Context: an optimization exercise on an open-source flow, tuned for small area and few clock cycles. The choices shown serve that exercise and are no tape-out recipe. At most, simulation tests tie the RTL to the original design; equivalence was not proved. For run 1, only the layout was checked, not whether the RTL still works. Power figures rest on the tool's default switching activity, not on a simulated workload.

--- design/flow/design.v ---
package lpse_pkg;
	localparam logic       CFG_HUE_MODE  = 1'b0;
	localparam logic       CFG_GRB_ORDER = 1'b1;
	localparam logic [7:0] HUE_SPAN      = 8'd43;
	localparam logic [3:0] LAST_PIX_IDX  = 4'd11;
	localparam logic [3:0] LAST_LATCH_IDX = 4'd14;
	localparam logic [3:0] LAST_STEP     = 4'd11;
endpackage
module led_pixel_spi_encoder_core (
	input  logic                 clk,
	input  logic                 arst_n,
	input  logic                 psel,
	input  logic                 penable,
	input  logic                 pwrite,
	input  logic [2:0]           paddr,
	input  logic [31:0]          pwdata,
	output logic [31:0]          prdata,
	output logic                 pready,
	input  logic                 pix_valid,
	output logic                 pix_stall,
	input  logic [24:0]          pix,
	output logic                 spi_valid,
	input  logic                 spi_stall,
	output logic [8:0]           spi
);
	logic hue_mode_q, grb_order_q;
	assign pready = 1'b1;
	always_ff @(posedge clk or negedge arst_n) begin
		if (!arst_n) begin
			hue_mode_q  <= 1'b0;
			grb_order_q <= 1'b1;
		end else if (psel && penable && pwrite) begin
			if (paddr[2] == lpse_pkg::CFG_GRB_ORDER) grb_order_q <= pwdata[0];
			else                                     hue_mode_q  <= pwdata[0];
		end
	end
	assign prdata = {31'd0, (paddr[2] == lpse_pkg::CFG_GRB_ORDER) ? grb_order_q : hue_mode_q};
	logic [7:0] h_i, s_i, v_i;
	logic       last_i;
	assign h_i    = pix[24:17];
	assign s_i    = pix[16:9];
	assign v_i    = pix[8:1];
	assign last_i = pix[0];
	logic [2:0] rgn;
	logic [7:0] rem, rem_sel;
	always_comb begin
		if      (h_i >= 8'(5 * lpse_pkg::HUE_SPAN)) rgn = 3'd5;
		else if (h_i >= 8'(4 * lpse_pkg::HUE_SPAN)) rgn = 3'd4;
		else if (h_i >= 8'(3 * lpse_pkg::HUE_SPAN)) rgn = 3'd3;
		else if (h_i >= 8'(2 * lpse_pkg::HUE_SPAN)) rgn = 3'd2;
		else if (h_i >= lpse_pkg::HUE_SPAN)         rgn = 3'd1;
		else                                        rgn = 3'd0;
		rem     = 8'({h_i[5:0], 2'b00} + {h_i[6:0], 1'b0} - {4'd0, rgn, 1'b0});
		rem_sel = rgn[0] ? rem : ~rem;
	end
	logic        ser_v_q, ser_last_q;
	logic [3:0]  cnt_q;
	logic [23:0] word_q;
	logic        ser_done, ser_free, take;
	logic [3:0] step_q;
	logic [7:0] acc_a_q, acc_b_q;
	logic       conv_done;
	assign conv_done = !hue_mode_q || (step_q == lpse_pkg::LAST_STEP);
	assign ser_done  = ser_v_q && !spi_stall &&
		(cnt_q == (ser_last_q ? lpse_pkg::LAST_LATCH_IDX : lpse_pkg::LAST_PIX_IDX));
	assign ser_free  = !ser_v_q || ser_done;
	assign take      = pix_valid && conv_done && ser_free;
	assign pix_stall = !take;
	logic [7:0] mcand, mplier, acc_in, prod;
	logic [1:0] mbits;
	logic [9:0] sum;
	always_comb begin
		unique case (step_q[3:2])
			2'd0:    begin mcand = rem_sel; mplier = s_i;  end
			2'd1:    begin mcand = v_i; mplier = ~acc_a_q; end
			default: begin mcand = v_i; mplier = ~s_i;     end
		endcase
		mbits  = mplier[{step_q[1:0], 1'b0} +: 2];
		acc_in = (step_q[1:0] == 2'd0) ? 8'd0 : ((step_q[3:2] == 2'd1) ? acc_b_q : acc_a_q);
		sum    = {2'b00, acc_in} + (mbits[0] ? {2'b00, mcand} : 10'd0) +
			(mbits[1] ? {1'b0, mcand, 1'b0} : 10'd0);
		prod   = sum[9:2];
	end
	always_ff @(posedge clk or negedge arst_n) begin
		if (!arst_n) begin
			step_q <= '0;
		end else if (take || !pix_valid) begin
			step_q <= '0;
		end else if (!conv_done) begin
			step_q <= step_q + 4'd1;
		end
	end
	always_ff @(posedge clk) begin
		if (pix_valid && !conv_done) begin
			if (step_q[3:2] == 2'd1) acc_b_q <= prod;
			else                     acc_a_q <= prod;
		end
	end
	logic [7:0] r_n, g_n, b_n, p_n, qt_n;
	logic [23:0] word_n;
	assign p_n  = prod;
	assign qt_n = acc_b_q;
	always_comb begin
		r_n = h_i;
		g_n = s_i;
		b_n = v_i;
		if (hue_mode_q) begin
			if (s_i == 8'd0) begin
				r_n = v_i; g_n = v_i; b_n = v_i;
			end else begin
				unique case (rgn)
					3'd0:    begin r_n = v_i;  g_n = qt_n; b_n = p_n;  end
					3'd1:    begin r_n = qt_n; g_n = v_i;  b_n = p_n;  end
					3'd2:    begin r_n = p_n;  g_n = v_i;  b_n = qt_n; end
					3'd3:    begin r_n = p_n;  g_n = qt_n; b_n = v_i;  end
					3'd4:    begin r_n = qt_n; g_n = p_n;  b_n = v_i;  end
					default: begin r_n = v_i;  g_n = p_n;  b_n = qt_n; end
				endcase
			end
		end
		word_n = grb_order_q ? {g_n, r_n, b_n} : {r_n, g_n, b_n};
	end
	always_ff @(posedge clk or negedge arst_n) begin
		if (!arst_n) begin
			ser_v_q    <= 1'b0;
			cnt_q      <= '0;
			ser_last_q <= 1'b0;
		end else if (take) begin
			ser_v_q    <= 1'b1;
			cnt_q      <= '0;
			ser_last_q <= last_i;
		end else if (ser_done) begin
			ser_v_q    <= 1'b0;
		end else if (ser_v_q && !spi_stall) begin
			cnt_q      <= cnt_q + 4'd1;
		end
	end
	always_ff @(posedge clk) begin
		if (take) begin
			word_q <= word_n;
		end else if (ser_v_q && !spi_stall) begin
			word_q <= {word_q[21:0], 2'b00};
		end
	end
	logic latch_byte;
	assign latch_byte = (cnt_q > lpse_pkg::LAST_PIX_IDX);
	assign spi_valid  = ser_v_q;
	assign spi = {!latch_byte, word_q[23], 2'b00, !latch_byte, word_q[22], 2'b00,
		(cnt_q == lpse_pkg::LAST_LATCH_IDX) || (cnt_q == lpse_pkg::LAST_PIX_IDX && !ser_last_q)};
endmodule
--- design/flow/run.sh ---
#!/bin/bash
# synth_recipe.tcl (not shown) runs the flow's synth.tcl, then flattens the netlist and writes it again
# the make line also repeats each setting of config.mk as NAME=value (left out here)
make -C /OpenROAD-flow-scripts/flow DESIGN_CONFIG=/design/flow/config.mk WORK_HOME=/design/flow/orfs CLKGATE_MAP_FILE= SYNTH_SCRIPT=/design/flow/synth_recipe.tcl finish
--- design/flow/config.mk ---
export PLATFORM = sky130hd
export DESIGN_NAME = led_pixel_spi_encoder_core
export DESIGN_NICKNAME = led_pixel_spi_encoder_core
export VERILOG_FILES = /design/flow/design.v
export SDC_FILE = /design/flow/constraint.sdc
export NUM_CORES = 4
export LEC_CHECK = 0
export CAP_MARGIN = 20
export CORE_MARGIN = 2
export CORE_UTILIZATION = 40
export SLEW_MARGIN = 20
--- design/flow/constraint.sdc ---
create_clock -name core_clock -period 5.5 [get_ports {clk}]
set_input_delay 1.1000 -clock core_clock [delete_from_list [all_inputs] [get_ports {clk}]]
set_output_delay 1.1000 -clock core_clock [all_outputs]
set_load 0.01 [all_outputs]
==> results of run 1 <==
## worst max-delay path: stages
cell	delay, ps
buf_8	100
buf_6	130
inv_8	50
ha_4	120
or3b_4	390
a21oi_4	150
o21ai_2	80
a22oi_2	270
ha_4	260
fa_2	360
a21o_1	170
a21oi_2	150
o21bai_1	100
a21oi_2	140
xnor2_1	150
xnor2_1	140
mux2i_1	100
or2_1	270
fa_1	530
inv_2	50
ha_4	260
a21oi_4	210
mux2i_1	200
nor2_1	80
o41ai_2	410
a31oi_2	160
o21ai_1	150
## routing by layer
| metal | GRT usage [%] | vias to the layer above | routed length (um) |
|---|---|---|---|
| met5 | 0 | - | 0 |
| li1 | - | 2526 | - |
| met2 | 45.00 | 248 | 9111 |
| met3 | 2.091 | 54 | 1050 |
| met4 | 12.43 | 0 | 862 |
| met1 | 34.98 | 2590 | 7969 |
## area by class of cell
class	count	area [um^2]	area share, %
Clock buffer	5	125.1	1.635
Tap cell	176	220.2	2.878
Clock inverter	3	23.77	0.3107
Timing Repair Buffer	174	1483	19.38
Multi-Input combinational cell	505	4109	53.70
Inverter	41	187.7	2.453
Sequential cell	52	1503	19.64
## state kept, by name, summed over array words and instances (netlist names)
| name | cells |
|---|---|
| ser_last_q | 1 |
| grb_order_q | 1 |
| acc_a_q | 8 |
| hue_mode_q | 1 |
| word_q | 24 |
| ser_v_q | 1 |
| acc_b_q | 8 |
| cnt_q | 4 |
| step_q | 4 |
## worst paths after layout
path | start | endpoint | slack [ps]
max in group asynchronous | arst_n | step_q[2]$_DFFE_PN0P_ | 3980
hold / removal | word_q[7]$_DFFE_PP_ | word_q[9]$_DFFE_PP_ | 530
hold reg to reg | word_q[7]$_DFFE_PP_ | word_q[9]$_DFFE_PP_ | 530
setup / recovery | pix[19] | word_q[22]$_DFFE_PP_ | -590
min in group asynchronous | arst_n | cnt_q[0]$_DFFE_PN0P_ | 1150
setup reg to reg | step_q[2]$_DFFE_PN0P_ | word_q[23]$_DFFE_PP_ | 830
## through the flow
step	setup WS [ps]	util [%]
2_1_floorplan	-636.1	-
3_3_place_gp	-1425	50.66
3_5_place_dp	-1528	50.66
4_1_cts	-618.7	56.18
5_1_grt	-864.3	58.24
6_report	-590.0	58.24
## synth_stat cells, types with 4 or more instances
master    number  share of area, %
o211ai_1       9               1.3
fa_1          11               4.1
and2_1         5              0.58
edfxtp_1      40                22
a211oi_1       6              0.84
nand2_1       86               6.0
o221ai_1       5              0.82
dfrtp_1       11               5.1
o21ai_0       16               1.5
o22ai_1        5              0.58
mux2i_1       14               2.6
a22oi_1        9               1.3
nand3_1       17               1.6
a211o_1        5              0.82
o31ai_1        8               1.1
nor4_1         6              0.70
ha_1          29               6.8
clkbuf_1      19               1.3
xnor2_1       13               2.1
inv_1         39               2.7
buf_4         40               5.6
o21ai_1       12               1.1
a21o_1        12               1.7
a31oi_1        6              0.70
nor2_1        42               2.9
a221oi_1       8               1.3
a21oi_1       26               2.4
nand4_1        6              0.70
or2_1          7              0.82
nor3_1        18               1.7
nor2b_1       15               1.8
buf_1          4              0.28
xor2_1         6              0.98
## cells by family (layout without fill, tap and decap cells)
family | Yosys count | in the layout | synth area share [%]
xor+xnor | 20 | 20 | 3.409
fa+ha+maj | 40 | 40 | 10.88
mux | 18 | 18 | 4.086
simple gates | 223 | 223 | 19.61
other cells | 2 | 36 | 0.1401
flops | 52 | 52 | 28.04
buf+inv | 108 | 223 | 10.69
compound gates | 168 | 168 | 23.14
## where the power goes
part           total, mW  internal, mW  switching, mW  leakage [nW]
combinational       3.00          1.46           1.54          2.56
sequential         0.676         0.605         0.0709         0.531
clock              0.325         0.173          0.153        0.0766
total               4.00          2.23           1.76          3.17
## timing repair
action | in CTS | in global routing
endpoints found under the setup margin | 38 | 33
buffers inserted | 27 | 16
hold buffers | 0 | 0
gates resized for setup | 102 | 40
pin swaps | 87 | 51
==> impl_metrics.toml, run 1 <==
[status]
outcome = "finished with violations"
failed_checks = "setup timing"

[placed_design]
post-dp-hpwl_um = 14560
placed_area_um2 = 6655
port_buffers = 41
place_inst = 911
routabilityCongestion = 1.008

[drt]
vias = 5418
detail-route-antenna-nets = 0
drt_iter0_drc = 291
routedWlPerCell_um = 19.87
drc = 0
wirelength_um = 18990
firstDrtPassIters = 7
vias_per_cell = 5.667

[global_route]
grt.overflow.total = 0
grt_pass1_vias = 5406
grt_pass1_wl_um = 29550
antenna_found_initial = 0
grt_max_degree = 38
gr-usage-all-layers_pct = 26.73

[floorplanning]
die_h_um = 119.7
initial_core_util_pct = 40.79
pin_count = 111
die-area_um2 = 14340
core.rowCount = 42
coreArea_um2 = 13140
die_w_um = 119.7

[layout]
layout_common_cells = "116 x buf_4, 84 x nand2_1, 40 x edfxtp_1"
area_delta_synth_final_pct = 42.77
diodes = 0
nets = 886
final_area_um2 = 7651
fill_cells = 1159
layout_commonest_cell = "buf_4"
stdcell_count = 956
final_layout_size_suffix_gt1_share_pct = 33.85

[timing]
worst-slew-pin-transition_ps = 841.8
fin_skew_ps = 11.52
grt_setup_unrepaired = "true"
hold_ws_ps = 531.1
drv_slew = 0
tns_ps = -9026
setup_ws_ps = -590.0
layout_min_cycle_time_ps = 6090
fmax_mhz = 164.2
hold_violations = 0
relSlewSlack_pct = 43.88
finalSetupViolCount = 30
finalCritPeriodShare_pct = 110.7

[worst_hold_path]
hold_path_class = "reg2reg"
min_path_cells = 2

[pwr]
power_density_nw_per_um2 = 522.5
finalPower_mw = 3.997
peakVddDrop_uv = 454.4
p_leak_nw = 3.172

[critical_path]
path_max_fanout = 4
worstPathArrival_ps = 6250
reg2regPathDepth = 16
required_ps = 5660
criticalPathCategory = "in2reg"
end_kind = "register"
critPathLaunchType = "input port"

[yosys]
synth_warnings = 1
async_flop_share_pct = 23.08
syn_area_per_cell_um2 = 8.493
synthCells = 631
syn_area_um2 = 5359
ys_ff_latch = 52
synth_edf_count = 40
ys.flop_type = "edfxtp_1"
synth.distinct_cells = 78
synth-seq-area-share_pct = 28.04

[flow_run]
maxCapViolCount = 0

[cts]
clk_pin_slew_ps = 70
cts_buffers = 5
cts_root_buffer = "clkbuf_16"
cts_tree = "yes"
cts_sinks = 52
cts_buffer_depth = 2
clk_latency_ps = 300
htreeDepth = 2
==> run 2, diff against run 1 <==
--- a/design/flow/design.v
+++ b/design/flow/design.v
@@ -42,7 +42,7 @@
 	assign v_i    = pix[8:1];
 	assign last_i = pix[0];
 	logic [2:0] rgn;
-	logic [7:0] rem, rem_sel;
+	logic [7:0] base, rem, rem_sel;
 	always_comb begin
 		if      (h_i >= 8'(5 * lpse_pkg::HUE_SPAN)) rgn = 3'd5;
 		else if (h_i >= 8'(4 * lpse_pkg::HUE_SPAN)) rgn = 3'd4;
@@ -50,7 +50,8 @@
 		else if (h_i >= 8'(2 * lpse_pkg::HUE_SPAN)) rgn = 3'd2;
 		else if (h_i >= lpse_pkg::HUE_SPAN)         rgn = 3'd1;
 		else                                        rgn = 3'd0;
-		rem     = 8'({h_i[5:0], 2'b00} + {h_i[6:0], 1'b0} - {4'd0, rgn, 1'b0});
+		base    = 8'(8'(rgn) * lpse_pkg::HUE_SPAN);
+		rem     = 8'((h_i - base) * 8'd6);
 		rem_sel = rgn[0] ? rem : ~rem;
 	end
 	logic        ser_v_q, ser_last_q;
@@ -71,7 +72,7 @@
 	logic [9:0] sum;
 	always_comb begin
 		unique case (step_q[3:2])
-			2'd0:    begin mcand = rem_sel; mplier = s_i;  end
+			2'd0:    begin mcand = s_i; mplier = rem_sel;  end
 			2'd1:    begin mcand = v_i; mplier = ~acc_a_q; end
 			default: begin mcand = v_i; mplier = ~s_i;     end
 		endcase
==> run 2 against run 1 <==
  * Critical path depth increased by 6
  * Largest power group unchanged
  * Clock-buffer cell count is 1 higher
  * Flip-flop and latch count unchanged
  * Final area down 3.9%
  * Synthesized cell count grew 0.32%
  * Sequential share of layout area rose by 0.79 points
  * Register-to-register slack worse by 430 ps
  * The layout still fails its checks (setup timing)
  * Cell count fell by 2.1%
==> impl_metrics.toml, run 2 <==
[yosys]
ys_ff_latch = 52
async_flop_share_pct = 23.08
synth.largest_area_cell = "edfxtp_1"
ys.flop_type = "edfxtp_1"
synth-seq-area-share_pct = 27.78
synth_edf_count = 40
syn_area_per_cell_um2 = 8.547
synthTopCellsByArea = "edfxtp_1 22%, ha_1 7.4%, nand2_1 6.0%"
synth_commonest_cells = "87 x nand2_1, 48 x inv_1, 41 x nor2_1, 40 x buf_4, 40 x edfxtp_1"
syn_area_um2 = 5410
synth.distinct_cells = 69
synthCells = 633
yosysMostFrequentCell = "nand2_1"
yosys.area.top_type_share_pct = 22.20
synth_warnings = 1

[drt]
firstDrtPassIters = 5
detail-route-antenna-nets = 0
wirelength_um = 16320
vias = 5060
drc = 0
drt_iter0_drc = 364
vias_per_cell = 5.406
routedWlPerCell_um = 17.44

[floorplanning]
core.rowCount = 42
initial_core_util_pct = 40.85
die_h_um = 120.3
pin_count = 111
coreArea_um2 = 13240
die_w_um = 120.3
die-area_um2 = 14470

[timing]
layout_min_cycle_time_ps = 7537
hold_violations = 0
fmax_mhz = 132.7
finalCritPeriodShare_pct = 137.0
fin_skew_ps = 5.563
setup_ws_ps = -2037
relSlewSlack_pct = 50.08
worst-slew-pin-transition_ps = 746.0
finalSetupViolCount = 40
grt_setup_unrepaired = "true"
drv_slew = 0

[placed_design]
placed_area_um2 = 6535
port_buffers = 41
routabilityCongestion = 0.9493
place_inst = 902
post-dp-hpwl_um = 12510

[global_route]
grt_pass1_vias = 5011
grt_pass1_wl_um = 26410
antenna_found_initial = 0
grt_max_degree = 40
grt.overflow.total = 0
gr-usage-all-layers_pct = 23.10

[cts]
cts_root_buffer = "clkbuf_16"
cts_tree = "yes"
htreeDepth = 2
clk_latency_ps = 300
cts_buffers = 5
cts_buffer_depth = 2
clk_pin_slew_ps = 70
cts_sinks = 52

[layout]
final_layout_size_suffix_gt1_share_pct = 30.66
diodes = 0
area_delta_synth_final_pct = 35.96
stdcell_count = 936
reg_top3 = "word_q (24), acc_a_q (8), acc_b_q (8)"
nets = 870
largest_register_ffs = 24
regMostFlops = "word_q"
layout_commonest_cell = "buf_4"
final_area_um2 = 7356
layout_common_cells = "93 x buf_4, 85 x nand2_1, 40 x nor2_1, 40 x edfxtp_1, 37 x inv_1"

[status]
outcome = "finished with violations"
failed_checks = "setup timing"

[critical_path]
criticalPathCategory = "in2reg"
end_kind = "register"
path_max_fanout = 6
required_ps = 5560
slowest_delay_ps = 630
cp_slowest_cell = "fa_2"
worstPathArrival_ps = 7600
critPathLaunchType = "input port"

[pwr]
peakVddDrop_uv = 232.2
power_density_nw_per_um2 = 504.5
p_leak_nw = 3.165

[worst_hold_path]
hold_path_class = "reg2reg"

[flow_run]
maxCapViolCount = 0
==> run 2: cell count changes after synthesis, sizes merged, moves of 8 or more <==
cell,change
mux2,+11
nor3,-14
a22o,+8
o21ai,+15
a21oi,+8
==> run 2: stage by stage <==
stage	power [mW]	setup slack [ps]	setup TNS [ps]	utilization [%]	hold WS, ps
2_1_floorplan	2.025	-1925	-52760	-	468.3
3_3_place_gp	2.738	-2683	-88050	49.35	506.1
3_5_place_dp	2.782	-2820	-92840	49.35	516.5
4_1_cts	3.502	-1955	-61250	53.98	532.9
5_1_grt	3.964	-2251	-67330	55.55	551.5
6_report	3.711	-2037	-58330	55.55	526.9
==> run 2: timing repair <==
item | 4_1_cts | 5_1_grt
pin swaps | 66 | 50
gates resized for setup | 105 | 49
endpoints found under the setup margin | 40 | 40
buffers inserted | 37 | 10
endpoints found under the hold margin | 0 | 0
hold buffers | 0 | 0
==> run 2: kinds of logic after synthesis <==
kind of cell             Yosys count  share of synthesized area (%)
other                              2                         0.1388
AND/OR/NAND/NOR                  188                          15.86
adder cells (fa/ha/maj)           44                          11.84
flip-flops                        52                          27.78
buffers and inverters            116                          11.08
XOR/XNOR                          24                          4.140
multiplexers                      31                          6.244
AO/OA/AOI/OAI                    176                          22.92
==> run 2: cell type report <==
cell class	count	area [um^2]
Fill cell	1196	5887
Multi-Input combinational cell	499	3936
Sequential cell	52	1503
Timing Repair Buffer	152	1340
Tap cell	176	220.2
Inverter	49	188.9
Clock buffer	6	128.9
Clock inverter	2	38.79
==> run 2: report_power, final <==
group	leakage (nW)	switching (mW)	internal [mW]
combinational	2.55	1.34	1.34
sequential	0.531	0.0713	0.585
clock	0.0815	0.152	0.217
total	3.17	1.57	2.14
==> run 2: layer usage <==
metal | up-vias | routed length (um) | track usage, %
met5 | - | 0 | 0
met1 | 2413 | 6996 | 30.12
met4 | 0 | 451 | 7.122
li1 | 2428 | - | -
met3 | 40 | 943 | 4.104
met2 | 179 | 7930 | 39.06
==> run 2: critical path, delay by kind of cell <==
kind,cells,cell delay (ps)
adder cells (fa/ha/maj),6,2350
AO/OA/AOI/OAI,14,2220
buffers and inverters,7,680
AND/OR/NAND/NOR,2,260
multiplexers,2,720
XOR/XNOR,2,250
==> run 2: worst paths after layout <==
kind / endpoint / depth (start not counted) / slack (ps) / startpoint
worst max register to register: word_q[13]$_DFFE_PP_ / 22 / 400 / step_q[3]$_DFFE_PN0P_
worst min register to register: word_q[21]$_DFFE_PP_ / 1 / 530 / word_q[19]$_DFFE_PP_
max in group asynchronous: step_q[3]$_DFFE_PN0P_ / 1 / 3890 / arst_n
worst min-delay path: word_q[21]$_DFFE_PP_ / 1 / 530 / word_q[19]$_DFFE_PP_
worst max-delay path: word_q[13]$_DFFE_PP_ / 33 / -2040 / pix[21]
min in group asynchronous: cnt_q[3]$_DFFE_PN0P_ / 1 / 1200 / arst_n
Testbench counts of run 2, summed over its fixed seeds: cycles 26,240.

afterwards: timing with drivers on the ports:
Ports are ideal in the flow. The routed layouts listed here were re-timed in OpenROAD. Step 1, drivers: a clkbuf_16 drives clk and a buf_2 each remaining input, both assumed. Step 2, shift: input delay + t, output delay - t, t = (earliest + latest rising clock arrival at the registers) / 2. This alone moves slack from input paths to output paths. Slacks: ideal / step 1 / step 2; pairs: ideal / step 1.
run | t (ns) | slack for setup (ns) | worst slew at a driven data input, ns
run 1 | 0.337 | -0.590 / -0.593 / -0.930 | 0.05
run 2 | 0.339 | -2.037 / -2.037 / -2.376 | 0.06
For run 1, which loses most, drivers alone change the setup slack by -0.003 ns; drivers and shift together by -0.340 ns.
